This is an optimization exercise on Yosys and OpenROAD, whose aim is small area and a short achievable clock period, not a production implementation.
Function was checked by simulation only, so behaviour that the tests miss may differ from the original.

// regfile_param
module regfile_param #(
  parameter int XLEN     = 32,
  parameter int NREGS    = 32,
  parameter int ZERO_REG = 1,
  parameter int BYPASS   = 1,
  localparam int AW      = $clog2(NREGS)
) (
  input  logic            clk,
  input  logic            rst_n,
  input  logic            we,
  input  logic [AW-1:0]   wraddr,
  input  logic [XLEN-1:0] wrdata,
  input  logic [AW-1:0]   rs1,
  input  logic [AW-1:0]   rs2,
  output logic [XLEN-1:0] rdout1,
  output logic [XLEN-1:0] rdout2,
  output logic [NREGS-1:0] zflag,
  input  logic            dbg_req,
  input  logic            dbg_ready,
  output logic            dbg_valid,
  output logic [AW-1:0]   dbg_addr,
  output logic [XLEN-1:0] dbg_data,
  output logic            dbg_busy,
  output logic            dbg_done
);
  localparam logic [AW-1:0] LAST_PTR = AW'(NREGS - 1);
  logic [XLEN-1:0]  regs_r [1:NREGS-1];
  logic [XLEN-1:0]  regs_nx_s [1:NREGS-1];
  ...
For scale: about 46000 um^2 of cells after synthesis.
export LEC_CHECK = 0
export CAP_MARGIN = 20
export CORE_MARGIN = 2
export CORE_UTILIZATION = 60
export CTS_BUF_LIST = sky130_fd_sc_hd__clkbuf_4 sky130_fd_sc_hd__clkbuf_8
export SETUP_SLACK_MARGIN = 2.0
export SLEW_MARGIN = 20
export SYNTH_HIERARCHICAL = 1
export SYNTH_MINIMUM_KEEP_SIZE = 0
create_clock -name core_clock -period 6.5 [get_ports {clk}]
standard.sh (not shown) runs the stock make flow with config.mk's settings and CLKGATE_MAP_FILE= SYNTH_SCRIPT=/design/flow/synth_recipe.tcl, a recipe that flattens the netlist after the stock synthesis.
==> flow/flow/run.sh <==
#!/bin/bash
# Standard ORFS layout, with plain buffers (not delay cells) on the ports.
set -euo pipefail
export BUFFER_PORTS_ARGS="-buffer_cell sky130_fd_sc_hd__buf_2"
bash standard.sh > standard.log 2>&1
The baseline did not get past global routing.
Then changed:
==> flow/run.sh (new file) <==
#!/bin/bash
# synth_recipe.tcl (not shown) runs the flow's synth.tcl, then flattens the netlist and writes it again
# the make line also repeats each setting of config.mk as NAME=value (left out here)
make -C /OpenROAD-flow-scripts/flow DESIGN_CONFIG=/design/flow/config.mk WORK_HOME=/design/flow/orfs CLKGATE_MAP_FILE= SYNTH_SCRIPT=/design/flow/synth_recipe.tcl finish
removed: flow/flow/run.sh
removed: flow/standard.sh
The changed run aborted during global routing (GRT-0232).
Synthesized area does not change.
Synthesized cell count is unchanged.


The RTL this note starts from:
==> flow/design.v <==
module regfile_hold (
  input  logic en,
  input  logic enb,
  input  logic d,
  input  logic q,
  output logic y
);
  assign y = (en & d) | (enb & q);
endmodule
module regfile_aoi222 (
  input  logic a1, a2, b1, b2, c1, c2,
  output logic y
);
  assign y = ~((a1 & a2) | (b1 & b2) | (c1 & c2));
endmodule
module regfile_aoi22 (
  input  logic a1, a2, b1, b2,
  output logic y
);
  assign y = ~((a1 & a2) | (b1 & b2));
endmodule
module regfile_and4 (
  input  logic a, b, c, d,
  output logic y
);
  assign y = a & b & c & d;
endmodule
module regfile_and3 (
  input  logic a, b, c,
  output logic y
);
  assign y = a & b & c;
endmodule
module regfile_nand3 (
  input  logic a, b, c,
  output logic y
);
  assign y = ~(a & b & c);
endmodule
module regfile_nand4 (
  input  logic a, b, c, d,
  output logic y
);
  assign y = ~(a & b & c & d);
endmodule
module regfile_nor2 (
  input  logic a, b,
  output logic y
);
  assign y = ~(a | b);
endmodule
module regfile_nand2 (
  input  logic a, b,
  output logic y
);
  assign y = ~(a & b);
endmodule
module regfile_nor3 (
  input  logic a, b, c,
  output logic y
);
  assign y = ~(a | b | c);
endmodule
module regfile_nor4 (
  input  logic a, b, c, d,
  output logic y
);
  assign y = ~(a | b | c | d);
endmodule
module regfile_xnor2 (
  input  logic a, b,
  output logic y
);
  assign y = ~(a ^ b);
endmodule
module regfile_rdbit (
  input  logic [31:0] sel,
  input  logic [31:0] d,
  output logic        y
);
  logic [10:0] t;
  logic        p0, p1, q2, n01;
  for (genvar k = 0; k < 10; k++) begin : g_t
    regfile_aoi222 u_t (.a1(sel[3*k]), .a2(d[3*k]), .b1(sel[3*k+1]), .b2(d[3*k+1]),
                        .c1(sel[3*k+2]), .c2(d[3*k+2]), .y(t[k]));
  end
  regfile_aoi22 u_t10 (.a1(sel[30]), .a2(d[30]), .b1(sel[31]), .b2(d[31]), .y(t[10]));
  regfile_nand4 u_p0  (.a(t[0]), .b(t[1]), .c(t[2]), .d(t[3]), .y(p0));
  regfile_nand4 u_p1  (.a(t[4]), .b(t[5]), .c(t[6]), .d(t[7]), .y(p1));
  regfile_and3  u_q2  (.a(t[8]), .b(t[9]), .c(t[10]), .y(q2));
  regfile_nor2  u_n01 (.a(p0), .b(p1), .y(n01));
  regfile_nand2 u_y   (.a(n01), .b(q2), .y(y));
endmodule
module regfile_rdsel (
  input  logic [4:0]  rs,
  input  logic [4:0]  wraddr,
  input  logic        we,
  input  logic [31:1] nzf,
  input  logic [31:1] wenb,
  output logic [31:0] sel
);
  logic [4:0] rsn, x;
  logic [3:0] lo;
  logic [7:0] hi;
  logic       eqa, eqb, nz;
  assign rsn = ~rs;
  for (genvar j = 0; j < 4; j++) begin : g_lo
    regfile_nor2 u_lo (.a(j[0] ? rsn[0] : rs[0]), .b(j[1] ? rsn[1] : rs[1]), .y(lo[j]));
  end
  for (genvar k = 0; k < 8; k++) begin : g_hi
    regfile_nor3 u_hi (.a(k[0] ? rsn[2] : rs[2]), .b(k[1] ? rsn[3] : rs[3]),
                       .c(k[2] ? rsn[4] : rs[4]), .y(hi[k]));
  end
  for (genvar i = 1; i < 32; i++) begin : g_sel
    regfile_and4 u_sel (.a(lo[i % 4]), .b(hi[i / 4]), .c(nzf[i]), .d(wenb[i]), .y(sel[i]));
  end
  for (genvar k = 0; k < 5; k++) begin : g_x
    regfile_xnor2 u_x (.a(rs[k]), .b(wraddr[k]), .y(x[k]));
  end
  regfile_nand3 u_nz  (.a(rsn[0]), .b(rsn[1]), .c(hi[0]), .y(nz));
  regfile_nand4 u_eqa (.a(x[0]), .b(x[1]), .c(x[2]), .d(x[3]), .y(eqa));
  regfile_nand3 u_eqb (.a(x[4]), .b(we), .c(nz), .y(eqb));
  regfile_nor2  u_byp (.a(eqa), .b(eqb), .y(sel[0]));
endmodule
module regfile_param #(
  parameter int XLEN     = 32,
  parameter int NREGS    = 32,
  parameter int ZERO_REG = 1,
  parameter int BYPASS   = 1,
  localparam int AW      = $clog2(NREGS)
) (
  input  logic            clk,
  input  logic            rst_n,
  input  logic            we,
  input  logic [AW-1:0]   wraddr,
  input  logic [XLEN-1:0] wrdata,
  input  logic [AW-1:0]   rs1,
  input  logic [AW-1:0]   rs2,
  output logic [XLEN-1:0] rdout1,
  output logic [XLEN-1:0] rdout2,
  output logic [NREGS-1:0] zflag,
  input  logic            dbg_req,
  input  logic            dbg_ready,
  output logic            dbg_valid,
  output logic [AW-1:0]   dbg_addr,
  output logic [XLEN-1:0] dbg_data,
  output logic            dbg_busy,
  output logic            dbg_done
);
  localparam logic [AW-1:0] LAST_PTR = AW'(NREGS - 1);
  logic [XLEN-1:0]  regs_r [1:NREGS-1];
  logic [XLEN-1:0]  regs_nx_s [1:NREGS-1];
  logic [NREGS-1:1] zf_r;
  logic [NREGS-1:1] wen_s, wenb_s, live_s;
  logic [NREGS-1:1] decd_s;
  logic             wzero_s;
  logic            busy_r, valid_r, done_r, first_r;
  logic [AW-1:0]   addr_r;
  logic [XLEN-1:0] data_r;
  logic            load_s;
  assign load_s = busy_r && !valid_r && !done_r;
  logic [4:0] wan;
  logic [3:0] wlo;
  logic [7:0] whi;
  assign wan = ~wraddr;
  for (genvar j = 0; j < 4; j++) begin : g_wlo
    regfile_nor2 u_wlo (.a(j[0] ? wan[0] : wraddr[0]), .b(j[1] ? wan[1] : wraddr[1]), .y(wlo[j]));
  end
  for (genvar k = 0; k < 8; k++) begin : g_whi
    regfile_nor4 u_whi (.a(k[0] ? wan[2] : wraddr[2]), .b(k[1] ? wan[3] : wraddr[3]),
                        .c(k[2] ? wan[4] : wraddr[4]), .d(!we), .y(whi[k]));
  end
  logic [NREGS-1:1] rwenb_s;
  for (genvar i = 1; i < NREGS; i++) begin : g_wen
    regfile_nand2 u_wenb  (.a(wlo[i % 4]), .b(whi[i / 4]), .y(wenb_s[i]));
    regfile_nand2 u_rwenb (.a(wlo[i % 4]), .b(whi[i / 4]), .y(rwenb_s[i]));
  end
  always_comb begin
    for (int i = 1; i < NREGS; i++) begin
      wen_s[i]  = !wenb_s[i];
      decd_s[i] = load_s && !first_r && (addr_r == AW'(i - 1));
      live_s[i] = !zf_r[i] && rwenb_s[i];
    end
  end
  assign wzero_s = (wrdata == {XLEN{1'b0}});
  for (genvar i = 1; i < NREGS; i++) begin : g_reg
    for (genvar b = 0; b < XLEN; b++) begin : g_bit
      regfile_hold u_hold (.en(wen_s[i]), .enb(wenb_s[i]), .d(wrdata[b]),
                           .q(regs_r[i][b]), .y(regs_nx_s[i][b]));
    end
  end
  always_ff @(posedge clk) begin
    for (int i = 1; i < NREGS; i++) begin
      regs_r[i] <= regs_nx_s[i];
    end
  end
  always_ff @(posedge clk) begin
    for (int i = 1; i < NREGS; i++) begin
      if (!rst_n)        zf_r[i] <= 1'b1;
      else if (wen_s[i]) zf_r[i] <= wzero_s;
    end
  end
  assign zflag = {zf_r, 1'b1};
  logic [31:0] sel1_s, sel2_s, seld_s;
  regfile_rdsel u_sel1 (.rs(rs1), .wraddr(wraddr), .we(we), .nzf(~zf_r), .wenb(rwenb_s), .sel(sel1_s));
  regfile_rdsel u_sel2 (.rs(rs2), .wraddr(wraddr), .we(we), .nzf(~zf_r), .wenb(rwenb_s), .sel(sel2_s));
  assign seld_s = {decd_s & live_s, |(decd_s & wen_s)};
  logic [XLEN-1:0] rd1_s, rd2_s, rdd_s;
  for (genvar b = 0; b < XLEN; b++) begin : g_rd
    logic [31:0] col;
    assign col[0] = wrdata[b];
    for (genvar i = 1; i < NREGS; i++) begin : g_col
      assign col[i] = regs_r[i][b];
    end
    regfile_rdbit u_rd1 (.sel(sel1_s), .d(col), .y(rd1_s[b]));
    regfile_rdbit u_rd2 (.sel(sel2_s), .d(col), .y(rd2_s[b]));
    regfile_rdbit u_rdd (.sel(seld_s), .d(col), .y(rdd_s[b]));
  end
  assign rdout1 = rd1_s;
  assign rdout2 = rd2_s;
  always_ff @(posedge clk) begin
    if (!rst_n) begin
      busy_r  <= 1'b0;
      valid_r <= 1'b0;
      done_r  <= 1'b0;
      first_r <= 1'b0;
    end else if (!busy_r) begin
      if (dbg_req) begin
        busy_r  <= 1'b1;
        first_r <= 1'b1;
      end
    end else if (done_r) begin
      busy_r <= 1'b0;
      done_r <= 1'b0;
    end else if (valid_r) begin
      if (dbg_ready) begin
        valid_r <= 1'b0;
        done_r  <= (addr_r == LAST_PTR);
      end
    end else begin
      valid_r <= 1'b1;
      first_r <= 1'b0;
    end
  end
  always_ff @(posedge clk) begin
    if (!rst_n) begin
      addr_r <= {AW{1'b0}};
      data_r <= {XLEN{1'b0}};
    end else if (load_s) begin
      addr_r <= first_r ? {AW{1'b0}} : addr_r + AW'(1'b1);
      data_r <= rdd_s;
    end
  end
  assign dbg_valid = valid_r;
  assign dbg_busy  = busy_r;
  assign dbg_done  = done_r;
  assign dbg_addr  = addr_r;
  assign dbg_data  = data_r;
endmodule
Settings: LEC_CHECK=0, CAP_MARGIN=0, CORE_MARGIN=2, CORE_UTILIZATION=30, CTS_BUF_LIST=sky130_fd_sc_hd__clkbuf_16, CTS_CLUSTER_DIAMETER=150, CTS_CLUSTER_SIZE=40, SETUP_SLACK_MARGIN=1.2, SLEW_MARGIN=0, SYNTH_HIERARCHICAL=1, SYNTH_MINIMUM_KEEP_SIZE=0; clock period 6.5 ns.
==> flow/flow/run.sh <==
#!/bin/bash
# Standard ORFS layout, with plain buffers (not delay cells) on the ports and
# global-routing capacity shifted off met1 (see fastroute.tcl).
set -euo pipefail
export BUFFER_PORTS_ARGS="-buffer_cell sky130_fd_sc_hd__buf_2"
export FASTROUTE_TCL="$PWD/flow/fastroute.tcl"
bash standard.sh > standard.log 2>&1
==> flow/flow/fastroute.tcl <==
# Global routing capacity: keep met1 mostly for pin access, push routes up.
set_global_routing_layer_adjustment met1 0.6
set_global_routing_layer_adjustment met2 0.3
set_global_routing_layer_adjustment met3-met5 0.1

set_routing_layers -clock $::env(MIN_CLK_ROUTING_LAYER)-$::env(MAX_ROUTING_LAYER)
set_routing_layers -signal $::env(MIN_ROUTING_LAYER)-$::env(MAX_ROUTING_LAYER)
The starting point aborted during global routing on GRT-0232.
==> next run, changes <==
==> flow/flow/run.sh (replaced) <==
#!/bin/bash
# Standard ORFS layout, with plain buffers (not delay cells) on the ports.
set -euo pipefail
export BUFFER_PORTS_ARGS="-buffer_cell sky130_fd_sc_hd__buf_2"
bash standard.sh > standard.log 2>&1
--- a/flow/config.mk
+++ b/flow/config.mk
@@ -7,9 +7,8 @@
 export LEC_CHECK = 0
 export CAP_MARGIN = 0
+export CELL_PAD_IN_SITES_DETAIL_PLACEMENT = 2
+export CELL_PAD_IN_SITES_GLOBAL_PLACEMENT = 3
 export CORE_MARGIN = 2
 export CORE_UTILIZATION = 30
-export CTS_BUF_LIST = sky130_fd_sc_hd__clkbuf_16
-export CTS_CLUSTER_DIAMETER = 150
-export CTS_CLUSTER_SIZE = 40
 export SETUP_SLACK_MARGIN = 1.2
 export SLEW_MARGIN = 0
removed: flow/flow/fastroute.tcl
Outcome: This time the run finished clean; synthesized cell count stays the same; area after synthesis stays the same.
==> next run, changes <==
==> flow/config.mk (replaced) <==
export PLATFORM = sky130hd
export DESIGN_NAME = regfile_param
export DESIGN_NICKNAME = regfile_param
export VERILOG_FILES = /design/flow/design.v
export SDC_FILE = /design/flow/constraint.sdc
export NUM_CORES = 4
export LEC_CHECK = 0
export CAP_MARGIN = 20
export CORE_MARGIN = 2
export CORE_UTILIZATION = 30
export CTS_BUF_LIST = sky130_fd_sc_hd__clkbuf_4 sky130_fd_sc_hd__clkbuf_8
export SETUP_SLACK_MARGIN = 1.2
export SLEW_MARGIN = 20
export SYNTH_HIERARCHICAL = 1
export SYNTH_MINIMUM_KEEP_SIZE = 0
=>
- The changed run did not get past global routing
- synthesized cell count stays the same
- area after synthesis does not change

what the ideal ports hide:
The results above use ideal ports. As a check the final layout listed here was re-extracted and re-timed, cells and wires unchanged.
Step 1 assumes that a clkbuf_16 drives the clock port and a buf_2 every other input.
Step 2 times the ports against the registers' clock, not the clock port: input delays grow and output delays shrink by t, the midpoint of the rising clock arrivals with the driver on.
a / b / c = ideal / step 1 / step 2; a / b = the first two.
run: the second run of note 2
t, ns: 0.849
slack for setup (ns): 0.707 / 0.674 / 0.526
hold WS [ns]: 0.467 / 0.467 / 0.467
cell pins on the clock port's net: 1
After both steps the second run of note 2 still meets setup and hold. For the second run of note 2, drivers alone change the setup slack by -0.033 ns; drivers and shift together by -0.181 ns.
